Context: an optimization exercise on an open-source flow, tuned for small area. The choices shown serve that exercise and are no tape-out recipe.
Function was checked by simulation only, so behaviour that the tests miss may differ from the original.
No activity file was given, so power comes from the tool's default toggle rates.

### flow/design.v
`timescale 1ns/1ps
package tpuPkg;
    localparam int ArraySize  = 8;                       
    localparam int MemDepth   = ArraySize * ArraySize;   
    localparam int AddrWidth  = $clog2(MemDepth);
    localparam int IndexWidth = $clog2(ArraySize);       
    localparam int WeightWidth = 8;                      
    localparam int ActWidth    = 7;                      
    localparam int SumWidth    = WeightWidth + ActWidth + $clog2(ArraySize);
    localparam int ProdWidth   = WeightWidth + ActWidth + 1;
    localparam int ArrayLatency = 2 * ArraySize;
    localparam int WrReqWidth  = 2 + AddrWidth + WeightWidth;
    localparam int ResultWidth = 1 + IndexWidth + ArraySize * SumWidth;
    localparam logic WeightOperand = 1'b0;
    localparam logic ActOperand    = 1'b1;
    localparam logic [1:0] Idle          = 2'd0;
    localparam logic [1:0] PreloadWeight = 2'd1;
    localparam logic [1:0] Calc          = 2'd2;
    localparam logic [1:0] Drain         = 2'd3;
endpackage
`timescale 1ns/1ps
module colMac (
    input  logic [6:0]  a0,
    input  logic [6:0]  a1,
    input  logic [7:0]  s,
    input  logic [7:0]  w0,
    input  logic [7:0]  w1,
    input  logic [17:0] nAccIn,
    output logic [17:0] accNext
);
    logic [7:0] e0, e1, e2;
    logic [17:0] nSum;
    logic hs1;
    logic hc2;
    logic fs3;
    logic fc4;
    logic hs5;
    logic hc6;
    logic fs7;
    logic fc8;
    logic fs9;
    logic fc10;
    logic hs11;
    logic hc12;
    logic fs13;
    logic fc14;
    logic fs15;
    logic fc16;
    logic hs17;
    logic hc18;
    logic fs19;
    logic fc20;
    logic fs21;
    logic fc22;
    logic fs23;
    logic fc24;
    logic hs25;
    logic hc26;
    logic fs27;
    logic fc28;
    logic hs29;
    logic hc30;
    logic fs31;
    logic fc32;
    logic fs33;
    logic fc34;
    logic fs35;
    logic fc36;
    logic fs37;
    logic fc38;
    logic fs39;
    logic fc40;
    logic fs41;
    logic fc42;
    logic fs43;
    logic fc44;
    logic fs45;
    logic fc46;
    logic fs47;
    logic fc48;
    logic fs49;
    logic fc50;
    logic fs51;
    logic fc52;
    logic fs53;
    logic fc54;
    logic fs55;
    logic fc56;
    logic fs57;
    logic fc58;
    logic fs59;
    logic fc60;
    logic hs61;
    logic hc62;
    logic fs63;
    logic fc64;
    logic fs65;
    logic fc66;
    logic fs67;
    logic fc68;
    logic fs69;
    logic fc70;
    logic fs71;
    logic fc72;
    logic fs73;
    logic fc74;
    logic fs75;
    logic fc76;
    logic fs77;
    logic fc78;
    logic fs79;
    logic fc80;
    logic fs81;
    logic fc82;
    logic fs83;
    logic fc84;
    logic hs85;
    logic hc86;
    logic fs87;
    logic fc88;
    logic fs89;
    logic fc90;
    logic fs91;
    logic fc92;
    logic fs93;
    logic fc94;
    logic fs95;
    logic fc96;
    logic fs97;
    logic fc98;
    logic fs99;
    logic fc100;
    logic fs101;
    logic fc102;
    logic fs103;
    logic fc104;
    logic fs105;
    logic fc106;
    logic fs107;
    logic fc108;
    logic fs109;
    logic fc110;
    logic fs111;
    logic fc112;
    assign e0[0] = w0[0] & ~w1[0];
    assign e1[0] = ~w0[0] & w1[0];
    assign e2[0] = w0[0] & w1[0];
    assign e0[1] = w0[1] & ~w1[1];
    assign e1[1] = ~w0[1] & w1[1];
    assign e2[1] = w0[1] & w1[1];
    assign e0[2] = w0[2] & ~w1[2];
    assign e1[2] = ~w0[2] & w1[2];
    assign e2[2] = w0[2] & w1[2];
    assign e0[3] = w0[3] & ~w1[3];
    assign e1[3] = ~w0[3] & w1[3];
    assign e2[3] = w0[3] & w1[3];
    assign e0[4] = w0[4] & ~w1[4];
    assign e1[4] = ~w0[4] & w1[4];
    assign e2[4] = w0[4] & w1[4];
    assign e0[5] = w0[5] & ~w1[5];
    assign e1[5] = ~w0[5] & w1[5];
    assign e2[5] = w0[5] & w1[5];
    assign e0[6] = w0[6] & ~w1[6];
    assign e1[6] = ~w0[6] & w1[6];
    assign e2[6] = w0[6] & w1[6];
    assign e0[7] = w0[7] & ~w1[7];
    assign e1[7] = ~w0[7] & w1[7];
    assign e2[7] = w0[7] & w1[7];
    logic [7:0] nppv0;
    ppSel #(.Inv(1)) ppSel_0 (.e0(e0[0]), .e1(e1[0]), .e2(e2[0]), .a0(a0), .a1(a1), .s(s), .y(nppv0));
    logic [7:0] nppv1;
    ppSel #(.Inv(1)) ppSel_1 (.e0(e0[1]), .e1(e1[1]), .e2(e2[1]), .a0(a0), .a1(a1), .s(s), .y(nppv1));
    logic [7:0] nppv2;
    ppSel #(.Inv(1)) ppSel_2 (.e0(e0[2]), .e1(e1[2]), .e2(e2[2]), .a0(a0), .a1(a1), .s(s), .y(nppv2));
    logic [7:0] nppv3;
    ppSel #(.Inv(1)) ppSel_3 (.e0(e0[3]), .e1(e1[3]), .e2(e2[3]), .a0(a0), .a1(a1), .s(s), .y(nppv3));
    logic [7:0] nppv4;
    ppSel #(.Inv(1)) ppSel_4 (.e0(e0[4]), .e1(e1[4]), .e2(e2[4]), .a0(a0), .a1(a1), .s(s), .y(nppv4));
    logic [7:0] nppv5;
    ppSel #(.Inv(1)) ppSel_5 (.e0(e0[5]), .e1(e1[5]), .e2(e2[5]), .a0(a0), .a1(a1), .s(s), .y(nppv5));
    logic [7:0] nppv6;
    ppSel #(.Inv(1)) ppSel_6 (.e0(e0[6]), .e1(e1[6]), .e2(e2[6]), .a0(a0), .a1(a1), .s(s), .y(nppv6));
    logic [7:0] nppv7;
    ppSel #(.Inv(0)) ppSel_7 (.e0(e0[7]), .e1(e1[7]), .e2(e2[7]), .a0(a0), .a1(a1), .s(s), .y(nppv7));
    assign hs1 = ~(nAccIn[5] ^ nppv0[5]);
    assign hc2 = nAccIn[5] | nppv0[5];
    assign fs3 = nAccIn[6] ^ nppv0[6] ^ nppv1[5];
    assign fc4 = (nAccIn[6] & nppv0[6]) | (nAccIn[6] & nppv1[5]) | (nppv0[6] & nppv1[5]);
    assign hs5 = ~(nppv2[4] ^ nppv3[3]);
    assign hc6 = nppv2[4] | nppv3[3];
    assign fs7 = nAccIn[7] ^ nppv0[7] ^ nppv1[6];
    assign fc8 = (nAccIn[7] & nppv0[7]) | (nAccIn[7] & nppv1[6]) | (nppv0[7] & nppv1[6]);
    assign fs9 = nppv2[5] ^ nppv3[4] ^ nppv4[3];
    assign fc10 = (nppv2[5] & nppv3[4]) | (nppv2[5] & nppv4[3]) | (nppv3[4] & nppv4[3]);
    assign hs11 = ~(nppv5[2] ^ nppv6[1]);
    assign hc12 = nppv5[2] | nppv6[1];
    assign fs13 = nAccIn[8] ^ nppv1[7] ^ nppv2[6];
    assign fc14 = (nAccIn[8] & nppv1[7]) | (nAccIn[8] & nppv2[6]) | (nppv1[7] & nppv2[6]);
    assign fs15 = nppv3[5] ^ nppv4[4] ^ nppv5[3];
    assign fc16 = (nppv3[5] & nppv4[4]) | (nppv3[5] & nppv5[3]) | (nppv4[4] & nppv5[3]);
    assign hs17 = ~(nppv6[2] ^ nppv7[1]);
    assign hc18 = nppv6[2] | nppv7[1];
    assign fs19 = nAccIn[9] ^ nppv2[7] ^ nppv3[6];
    assign fc20 = (nAccIn[9] & nppv2[7]) | (nAccIn[9] & nppv3[6]) | (nppv2[7] & nppv3[6]);
    assign fs21 = nppv4[5] ^ nppv5[4] ^ nppv6[3];
    assign fc22 = (nppv4[5] & nppv5[4]) | (nppv4[5] & nppv6[3]) | (nppv5[4] & nppv6[3]);
    assign fs23 = nAccIn[10] ^ nppv3[7] ^ nppv4[6];
    assign fc24 = (nAccIn[10] & nppv3[7]) | (nAccIn[10] & nppv4[6]) | (nppv3[7] & nppv4[6]);
    assign hs25 = ~(nAccIn[3] ^ nppv0[3]);
    assign hc26 = nAccIn[3] | nppv0[3];
    assign fs27 = nAccIn[4] ^ nppv0[4] ^ nppv1[3];
    assign fc28 = (nAccIn[4] & nppv0[4]) | (nAccIn[4] & nppv1[3]) | (nppv0[4] & nppv1[3]);
    assign hs29 = ~(nppv2[2] ^ nppv3[1]);
    assign hc30 = nppv2[2] | nppv3[1];
    assign fs31 = nppv1[4] ^ nppv2[3] ^ nppv3[2];
    assign fc32 = (nppv1[4] & nppv2[3]) | (nppv1[4] & nppv3[2]) | (nppv2[3] & nppv3[2]);
    assign fs33 = nppv4[1] ^ nppv5[0] ^ hs1;
    assign fc34 = (nppv4[1] & nppv5[0]) | (nppv4[1] & hs1) | (nppv5[0] & hs1);
    assign fs35 = nppv4[2] ^ nppv5[1] ^ nppv6[0];
    assign fc36 = (nppv4[2] & nppv5[1]) | (nppv4[2] & nppv6[0]) | (nppv5[1] & nppv6[0]);
    assign fs37 = hc2 ^ fs3 ^ hs5;
    assign fc38 = (hc2 & fs3) | (hc2 & hs5) | (fs3 & hs5);
    assign fs39 = nppv7[0] ^ fc4 ^ hc6;
    assign fc40 = (nppv7[0] & fc4) | (nppv7[0] & hc6) | (fc4 & hc6);
    assign fs41 = fs7 ^ fs9 ^ hs11;
    assign fc42 = (fs7 & fs9) | (fs7 & hs11) | (fs9 & hs11);
    assign fs43 = fc10 ^ fc8 ^ hc12;
    assign fc44 = (fc10 & fc8) | (fc10 & hc12) | (fc8 & hc12);
    assign fs45 = fs13 ^ fs15 ^ hs17;
    assign fc46 = (fs13 & fs15) | (fs13 & hs17) | (fs15 & hs17);
    assign fs47 = nppv7[2] ^ fc14 ^ fc16;
    assign fc48 = (nppv7[2] & fc14) | (nppv7[2] & fc16) | (fc14 & fc16);
    assign fs49 = hc18 ^ fs19 ^ fs21;
    assign fc50 = (hc18 & fs19) | (hc18 & fs21) | (fs19 & fs21);
    assign fs51 = nppv5[5] ^ nppv6[4] ^ nppv7[3];
    assign fc52 = (nppv5[5] & nppv6[4]) | (nppv5[5] & nppv7[3]) | (nppv6[4] & nppv7[3]);
    assign fs53 = fc20 ^ fc22 ^ fs23;
    assign fc54 = (fc20 & fc22) | (fc20 & fs23) | (fc22 & fs23);
    assign fs55 = nAccIn[11] ^ nppv4[7] ^ nppv5[6];
    assign fc56 = (nAccIn[11] & nppv4[7]) | (nAccIn[11] & nppv5[6]) | (nppv4[7] & nppv5[6]);
    assign fs57 = nppv6[5] ^ nppv7[4] ^ fc24;
    assign fc58 = (nppv6[5] & nppv7[4]) | (nppv6[5] & fc24) | (nppv7[4] & fc24);
    assign fs59 = nAccIn[12] ^ nppv5[7] ^ nppv6[6];
    assign fc60 = (nAccIn[12] & nppv5[7]) | (nAccIn[12] & nppv6[6]) | (nppv5[7] & nppv6[6]);
    assign hs61 = ~(nAccIn[2] ^ nppv0[2]);
    assign hc62 = nAccIn[2] | nppv0[2];
    assign fs63 = nppv1[2] ^ nppv2[1] ^ nppv3[0];
    assign fc64 = (nppv1[2] & nppv2[1]) | (nppv1[2] & nppv3[0]) | (nppv2[1] & nppv3[0]);
    assign fs65 = nppv4[0] ^ hc26 ^ fs27;
    assign fc66 = (nppv4[0] & hc26) | (nppv4[0] & fs27) | (hc26 & fs27);
    assign fs67 = fc28 ^ hc30 ^ fs31;
    assign fc68 = (fc28 & hc30) | (fc28 & fs31) | (hc30 & fs31);
    assign fs69 = fc32 ^ fs35 ^ fc34;
    assign fc70 = (fc32 & fs35) | (fc32 & fc34) | (fs35 & fc34);
    assign fs71 = fc36 ^ fs39 ^ fc38;
    assign fc72 = (fc36 & fs39) | (fc36 & fc38) | (fs39 & fc38);
    assign fs73 = fc40 ^ fs43 ^ fc42;
    assign fc74 = (fc40 & fs43) | (fc40 & fc42) | (fs43 & fc42);
    assign fs75 = fc44 ^ fs47 ^ fc46;
    assign fc76 = (fc44 & fs47) | (fc44 & fc46) | (fs47 & fc46);
    assign fs77 = fs51 ^ fc48 ^ fc50;
    assign fc78 = (fs51 & fc48) | (fs51 & fc50) | (fc48 & fc50);
    assign fs79 = fc52 ^ fs55 ^ fs57;
    assign fc80 = (fc52 & fs55) | (fc52 & fs57) | (fs55 & fs57);
    assign fs81 = nppv7[5] ^ fc56 ^ fs59;
    assign fc82 = (nppv7[5] & fc56) | (nppv7[5] & fs59) | (fc56 & fs59);
    assign fs83 = nAccIn[13] ^ nppv6[7] ^ nppv7[6];
    assign fc84 = (nAccIn[13] & nppv6[7]) | (nAccIn[13] & nppv7[6]) | (nppv6[7] & nppv7[6]);
    assign hs85 = ~(nAccIn[1] ^ nppv0[1]);
    assign hc86 = nAccIn[1] | nppv0[1];
    assign fs87 = nppv1[1] ^ nppv2[0] ^ hs61;
    assign fc88 = (nppv1[1] & nppv2[0]) | (nppv1[1] & hs61) | (nppv2[0] & hs61);
    assign fs89 = hc62 ^ fs63 ^ hs25;
    assign fc90 = (hc62 & fs63) | (hc62 & hs25) | (fs63 & hs25);
    assign fs91 = fc64 ^ hs29 ^ fs65;
    assign fc92 = (fc64 & hs29) | (fc64 & fs65) | (hs29 & fs65);
    assign fs93 = fc66 ^ fs33 ^ fs67;
    assign fc94 = (fc66 & fs33) | (fc66 & fs67) | (fs33 & fs67);
    assign fs95 = fc68 ^ fs37 ^ fs69;
    assign fc96 = (fc68 & fs37) | (fc68 & fs69) | (fs37 & fs69);
    assign fs97 = fs41 ^ fc70 ^ fs71;
    assign fc98 = (fs41 & fc70) | (fs41 & fs71) | (fc70 & fs71);
    assign fs99 = fs45 ^ fc72 ^ fs73;
    assign fc100 = (fs45 & fc72) | (fs45 & fs73) | (fc72 & fs73);
    assign fs101 = fs49 ^ fc74 ^ fs75;
    assign fc102 = (fs49 & fc74) | (fs49 & fs75) | (fc74 & fs75);
    assign fs103 = fs53 ^ fc76 ^ fs77;
    assign fc104 = (fs53 & fc76) | (fs53 & fs77) | (fc76 & fs77);
    assign fs105 = fc54 ^ fc78 ^ fs79;
    assign fc106 = (fc54 & fc78) | (fc54 & fs79) | (fc78 & fs79);
    assign fs107 = fc58 ^ fs81 ^ fc80;
    assign fc108 = (fc58 & fs81) | (fc58 & fc80) | (fs81 & fc80);
    assign fs109 = fc60 ^ fs83 ^ fc82;
    assign fc110 = (fc60 & fs83) | (fc60 & fc82) | (fs83 & fc82);
    assign fs111 = nAccIn[14] ^ nppv7[7] ^ fc84;
    assign fc112 = (nAccIn[14] & nppv7[7]) | (nAccIn[14] & fc84) | (nppv7[7] & fc84);
    assign nSum[17:0] = {nAccIn[17], nAccIn[16], nAccIn[15], fs111, fs109, fc106, fc104, fc102, fc100, fc98, fc96, fc94, fc92, fc90, fc88, hc86, nppv1[0], nAccIn[0]} + {1'b1, 1'b1, fc112, fc110, fc108, fs107, fs105, fs103, fs101, fs99, fs97, fs95, fs93, fs91, fs89, fs87, hs85, nppv0[0]} + 1'b1;
    assign accNext = ~nSum;
endmodule
module ppSel #(parameter bit Inv = 1'b1) (
    input  logic       e0,
    input  logic       e1,
    input  logic       e2,
    input  logic [6:0] a0,
    input  logic [6:0] a1,
    input  logic [7:0] s,
    output logic [7:0] y
);
    logic [7:0] p;
    assign p = ({8{e0}} & {1'b0, a0}) | ({8{e1}} & {1'b0, a1}) | ({8{e2}} & s);
    assign y = Inv ? ~p : p;
endmodule
`timescale 1ns/1ps
module matrixTpu (
    input  logic                            clk,
    input  logic                            rst,
    input  logic [tpuPkg::WrReqWidth-1:0]   wrReq,     
    input  logic                            start,
    output logic                            busy,
    output logic [tpuPkg::ResultWidth-1:0]  result,    
    output logic                            done
);
    localparam int N  = 8;
    localparam int WW = 8;
    localparam int XW = 7;
    localparam int SW = 18;
    logic       wrEn;
    logic       wrSel;
    logic [5:0] wrAddr;
    logic [7:0] wrData;
    assign wrData = wrReq[7:0];
    assign wrAddr = wrReq[13:8];
    assign wrSel  = wrReq[14];
    assign wrEn   = wrReq[15];
    logic [4:0] phase;         
    logic       run;           
    logic       go;            
    logic [2:0] rowCnt;        
    logic       rowStart;
    logic       valid;
    assign rowStart = (phase[1:0] == 2'd0);
    assign valid    = run && go && rowStart;
    assign done     = valid && (rowCnt == 3'd7);
    assign busy     = run && !done;
    always_ff @(posedge clk or posedge rst) begin
        if (rst) begin
            phase  <= '0;
            run    <= 1'b0;
            go     <= 1'b0;
            rowCnt <= '0;
        end else begin
            phase <= phase + 5'd1;
            if (start && !busy) begin
                run    <= 1'b1;
                go     <= 1'b0;
                rowCnt <= '0;
            end else begin
                if (done) begin
                    run <= 1'b0;
                end
                if (run && rowStart) begin
                    go <= 1'b1;
                end
                if (valid) begin
                    rowCnt <= rowCnt + 3'd1;
                end
            end
        end
    end
    logic       wrOk;
    logic [5:0] actPos;        
    logic [2:0] wPos;
    assign wrOk   = wrEn && !busy;
    assign actPos = wrAddr - {phase, 1'b0} - 6'd2;
    assign wPos   = wrAddr[5:3] - {phase[1:0], 1'b0} - 3'd2;
    logic [64*XW-1:0] actRing;
    logic [64*WW-1:0] wRing;   
    logic [7:0] wrDataN;
    assign wrDataN = ~wrData;
    logic [64*XW-1:0] actNext;
    for (genvar p = 0; p < 64; p++) begin : gAct
        localparam bit Inv = p[1];
        assign actNext[p*XW +: XW] = (wrOk && wrSel && actPos == p)
                                   ? (Inv ? wrDataN[XW-1:0] : wrData[XW-1:0])
                                   : ~actRing[((p+2)%64)*XW +: XW];
    end
    always_ff @(posedge clk) begin
        actRing <= actNext;
    end
    for (genvar c = 0; c < N; c++) begin : gWCol
        for (genvar p = 0; p < N; p++) begin : gWPos
            localparam bit Inv = p[1];
            always_ff @(posedge clk) begin
                if (wrOk && !wrSel && wrAddr[2:0] == c && wPos == p) begin
                    wRing[(c*N+p)*WW +: WW] <= Inv ? wrDataN : wrData;
                end else begin
                    wRing[(c*N+p)*WW +: WW] <= ~wRing[(c*N+(p+2)%N)*WW +: WW];
                end
            end
        end
    end
    logic [XW-1:0] a0, a1;
    logic [XW:0]   aSum;
    assign a0 = actRing[0 +: XW];
    assign a1 = actRing[XW +: XW];
    always_ff @(posedge clk) begin
        aSum <= actNext[0 +: XW] + actNext[XW +: XW];
    end
    logic [N*SW-1:0] acc;
    for (genvar c = 0; c < N; c++) begin : gCol
        logic [SW-1:0] nAccIn;
        logic [SW-1:0] accNext;
        assign nAccIn = ~(rowStart ? 18'h20200 : acc[c*SW +: SW]);
        colMac colMac_inst (
            .a0      (a0),
            .a1      (a1),
            .s       (aSum),
            .w0      (wRing[(c*N)*WW +: WW]),
            .w1      (wRing[(c*N+1)*WW +: WW]),
            .nAccIn  (nAccIn),
            .accNext (accNext)
        );
        always_ff @(posedge clk) begin
            acc[c*SW +: SW] <= accNext;
        end
    end
    logic [N*SW-1:0] rowData;
    for (genvar c = 0; c < N; c++) begin : gRelu
        assign rowData[c*SW +: SW] = acc[c*SW+SW-1] ? '0 : acc[c*SW +: SW];
    end
    assign result = {valid, phase[4:2] - 3'd1, rowData};
endmodule
### flow/run.sh
#!/bin/bash
# synth_recipe.tcl (not shown) runs the flow's synth.tcl, then flattens the netlist and writes it again
# the make line also repeats each setting of config.mk as NAME=value (left out here)
make -C /OpenROAD-flow-scripts/flow DESIGN_CONFIG=/design/flow/config.mk WORK_HOME=/design/flow/orfs CLKGATE_MAP_FILE= SYNTH_SCRIPT=/design/flow/synth_recipe.tcl finish
### flow/config.mk
export PLATFORM = sky130hd
export DESIGN_NAME = matrixTpu
export DESIGN_NICKNAME = matrixTpu
export VERILOG_FILES = /design/flow/design.v
export SDC_FILE = /design/flow/constraint.sdc
export NUM_CORES = 4
export LEC_CHECK = 0
export CAP_MARGIN = 20
export CORE_MARGIN = 2
export CORE_UTILIZATION = 55
export SLEW_MARGIN = 20
export SYNTH_HIERARCHICAL = 1
export SYNTH_MINIMUM_KEEP_SIZE = 0
### flow/constraint.sdc
create_clock -name core_clock -period 5.5 [get_ports {clk}]
set_input_delay 1.1000 -clock core_clock [delete_from_list [all_inputs] [get_ports {clk}]]
set_output_delay 1.1000 -clock core_clock [all_outputs]
set_load 0.01 [all_outputs]
==> metrics.md <==
| Metric | Value |
|---|---|
| Largest net degree at the start of global routing | `85` |
| Clock Sinks | `between 1000 and 1500` |
| Worst vdd ir | `roughly 0.00041 V` |
| Fmax | `about 0.2 GHz` |
| Post-Syn Area | `61600 sq um` |
| Vias in the first global route | `around 47000` |
| Overflow left after global routing | `0` |
| Slowest CP cell | `fa_1` |
| CTS buffer count | `~120` |
| Die Area | `approximately 110000 sq um` |
| Asr flop ratio synth | `0.891%` |
| Worst hold slack | `between 300 and 400 ps` |
| Router iterations before antenna repair | `17` |
| Die Height | `roughly 340 microns` |
| Seq/Total Area, Yosys | `between 30% and 40%` |
| Top FF cell, synth | `dfxtp_1` |
| Max Root-Sink Buffers | `3` |
| Worst Max-Slew Pin Slew | `around 1200 ps` |
| Worst Setup End Kind | `flip-flop` |
| ANT nets after route | `0` |
| Power density cells | `403 nW/um^2` |
| Hold Violations, Final | `0` |
| RSZ-0062 raised after global routing | `no` |
| Tot GR Track Use | `29.3%` |
| Post-route cell area | `between 60000 and 70000 sq um` |
| Critical Path Fanout Max | `24` |
| Max incr delay on CP | `approximately 520 ps` |
| Resize count post-CTS | `0` |
| Global-route wire length before repair | `roughly 270000 microns` |
| CP Data Arrival Time | `~5600 ps` |
| Post-Route WL | `about 170000 microns` |
| Setup-failing EPs final | `0` |
| Post-Synth XOR/XNOR Area | `between 1.5 and 2%` |
| Slew headroom | `a little under a quarter` |
| Tcrit/Tclk final | `around 90%` |
| Max_cap viols | `0` |
| Io pins | `approximately 170` |
| Adder-cell share of the synthesized area | `between 10% and 20%` |
| Drt first-iter violations | `roughly 6600` |
| Number of vias per cell | `6.08` |
| Critical path class | `reg -> reg` |
| H-Tree Depth | `3` |
| Worst path most repeated cell | `fa_1` |
| CTS tree | `built` |
| Die width | `approximately 340 microns` |
| Overall Power | `~0.028 W` |
| Synthesized area per cell | `10.2 sq um` |
| Worst-path clk slew | `roughly 60 ps` |
| DR WL/cell | `22.2 microns` |
| R2r setup slk | `540 ps` |
| Fin nets | `approximately 6800` |
| Share of layout cells above drive strength 1 | `under 10%` |
| Port bufs | `160` |
| Core area | `approximately 110000 sq um` |
| Setup TNS Final | `0 ps` |
| Yosys reg bits | `between 1000 and 1500` |
| Detail Placement HPWL | `about 110000 microns` |
| Vias | `47029` |
| Setup WS pre-CTS | `around 120 ps` |
| Pleak | `just over 30 nW` |
| Status | `no timing/DRC/antenna violations` |
| Compound-Gate Fraction of Synth Area | `14.0%` |
| Fin crit period | `~5000 ps` |
| Slew Limit Fails | `0` |
| Req. time, crit path | `just over 6000 ps` |
| Worst Setup Start Kind | `flip-flop` |
| HP Class | `reg -> reg` |
| DRC violations left | `0` |
| Post-Synth Simple-Gate Area | `between 10 and 15%` |
| Rows | `roughly 120` |
| Yosys cell types | `between 60 and 70` |
| Yosys warns | `7` |
| Crit-path cells | `inv_1 -> ha_4 -> buf_12 -> buf_4 -> nor2_1 -> fa_1 -> fa_1 -> fa_1 -> fa_1 -> ha_1 -> nand4_1 -> a211oi_1 -> o211ai_1 -> a21oi_1 -> and4b_1` |
| Worst skew pair latency | `between 700 and 800 ps` |
| Placed instance area | `between 60000 and 70000 sq um` |
| Skew final | `~95 ps` |
| Largest family of logic cells by synthesized area | `adder cells` |
| Worst setup margin | `about 540 ps` |
| Postcts setup bufs | `0` |
| Hold-fix buffers at CTS | `0` |
| GPL Wtd Cong | `0.857` |
| Cells after synthesis | `a little over 6000` |
| Clk root buf | `clkbuf_16` |
| Post-synth EDFFs | `0` |
| Area Growth Syn to Fin | `11.8%` |
| Initial Util | `55.6%` |
| Initial antenna violation count | `5` |
| Post-synthesis mux area share | `11.6%` |
## sequential cells by signal, summed over array words and instances, names as in the netlist
signal   cells
actRing    448
wRing      512
phase        5
go           1
run          1
aSum         8
rowCnt       3
acc        144
## cells by family after synthesis
| kind of cell | after synthesis |
|---|---|
| AOI/OAI and AO/OA | 1113 |
| xor gates and xnor gates | 121 |
| adders and majority gates | 607 |
| buffers and inverters | 1078 |
| DFF | 1122 |
| muxes | 715 |
| other | 1 |
| and+or+nand+nor | 1279 |
## per-module statistics from Yosys (local to each module, per instance), excerpt
| module | cells inside | times used | cell area (sq um) | flops+latches |
|---|---|---|---|---|
| colMac | 278 | 8 | 2340 | 0 |
| matrixTpu | 3188 | 1 | 37300 | 1122 |
## routing by layer
metal | routed length, microns | track usage (%) | vias to the layer above
met5 | 0 | 0 | -
met4 | 4990 | 9.24 | 0
met3 | 13200 | 5.23 | 357
met2 | 79400 | 47.5 | 2082
met1 | 74000 | 39.7 | 23061
li1 | - | - | 21529
## cells in the mapped netlist (9+ instances only)
library cell / instances / area, sq um
dfxtp_1: 1112 / 22300
inv_1: 774 / 2910
mux2i_1: 707 / 7080
a222oi_1: 448 / 4480
fa_1: 394 / 7890
a21oi_1: 383 / 1920
nor2b_1: 275 / 1720
nor3_1: 272 / 1360
ha_1: 213 / 2670
nand2_1: 194 / 728
clkbuf_1: 191 / 717
nand2b_1: 179 / 1120
and2_1: 92 / 576
nor2_1: 87 / 327
xnor2_1: 66 / 578
buf_6: 60 / 676
xor2_1: 55 / 482
o21ai_0: 48 / 240
nand3_1: 44 / 220
o21ai_1: 41 / 205
o211ai_1: 28 / 210
a211oi_1: 24 / 180
a31oi_1: 24 / 150
buf_2: 22 / 110
nand4_1: 22 / 138
a21o_1: 20 / 150
and3_1: 20 / 125
buf_4: 18 / 135
nor2_2: 16 / 100
a21oi_2: 15 / 131
buf_1: 13 / 48.8
o21ai_2: 13 / 114
or3_1: 13 / 81.3
nand3_2: 12 / 120
dfrtp_1: 10 / 250
o21a_1: 9 / 67.6
## power by group
part | internal [W] | switching (W)
clock network | 0.00489 | 0.00352
logic | 0.00429 | 0.00582
registers | 0.00888 | 0.000357
total | 0.0181 | 0.00970
## cell type report
type | count | area, sq um
Tap cell | 1488 | 1860
Fill cell | 9477 | 41900
Multi-Input combinational cell | 3843 | 34600
Sequential cell | 1122 | 22500
Clock inverter | 52 | 749
Inverter | 774 | 2910
Antenna cell | 3 | 7.51
Timing Repair Buffer | 283 | 2830
Clock buffer | 168 | 3420
## worst max-delay path: cells and delay by family, from the launching register on
| family | cells | cell delay, ps |
|---|---|---|
| DFF | 1 | 460 |
| and+or+nand+nor | 3 | 480 |
| AOI/OAI and AO/OA | 3 | 560 |
| buffers and inverters | 3 | 630 |
| adders and majority gates | 6 | 2680 |
## placed cells by master, fill, tap and decap left out, drive strengths merged, types with 179 or more instances in the layout
| master | instances |
|---|---|
| dfxtp | 1112 |
| fa | 394 |
| nand2 | 203 |
| nand2b | 179 |
| a222oi | 448 |
| mux2i | 707 |
| ha | 213 |
| inv | 779 |
| a21oi | 399 |
| nor3 | 279 |
| nor2b | 275 |
## per-stage QoR
stage	std cells	utilization, %
final	7733	62.2
after global routing	7732	62.2
after CTS	7730	62.2
after detailed placement	7510	58.4
after global placement	7510	58.4
after floorplan	6043	-
## worst paths after layout
| check | startpoint | to | depth (start not counted) |
|---|---|---|---|
| setup / recovery | phase[0] | acc[53] | 15 |
| setup reg to reg | phase[0] | acc[53] | 15 |
| hold / removal | wRing[188] | wRing[172] | 1 |
| hold reg to reg | wRing[188] | wRing[172] | 1 |
| min in group asynchronous | rst | rowCnt[0] | 2 |
| max in group asynchronous | rst | phase[1] | 2 |

separate check: timing with driven ports:
The results above use ideal ports. As a check the final layout listed here was re-extracted and re-timed, cells and wires unchanged. Step 1, drivers: a clkbuf_16 drives clk and a buf_2 each remaining input, both assumed. Step 2, shift: input delay + t, output delay - t, t = (earliest + latest rising clock arrival at the registers) / 2. This alone moves slack from input paths to output paths. Three values: ideal ports, drivers, drivers and shift; two values: the first two.
t (ns): 0.795
setup WS [ns]: 0.543 / 0.543 / -0.037
latest minus earliest clock arrival (ns): 0.110 / 0.110
worst data-port slew with drivers (ns): 0.15
cell pins on the clock port's net: 1
Met with ideal ports but missed after step 2: setup timing in this run. The setup slack of this run moves by 0.000 ns with the drivers and by -0.580 ns with both steps.
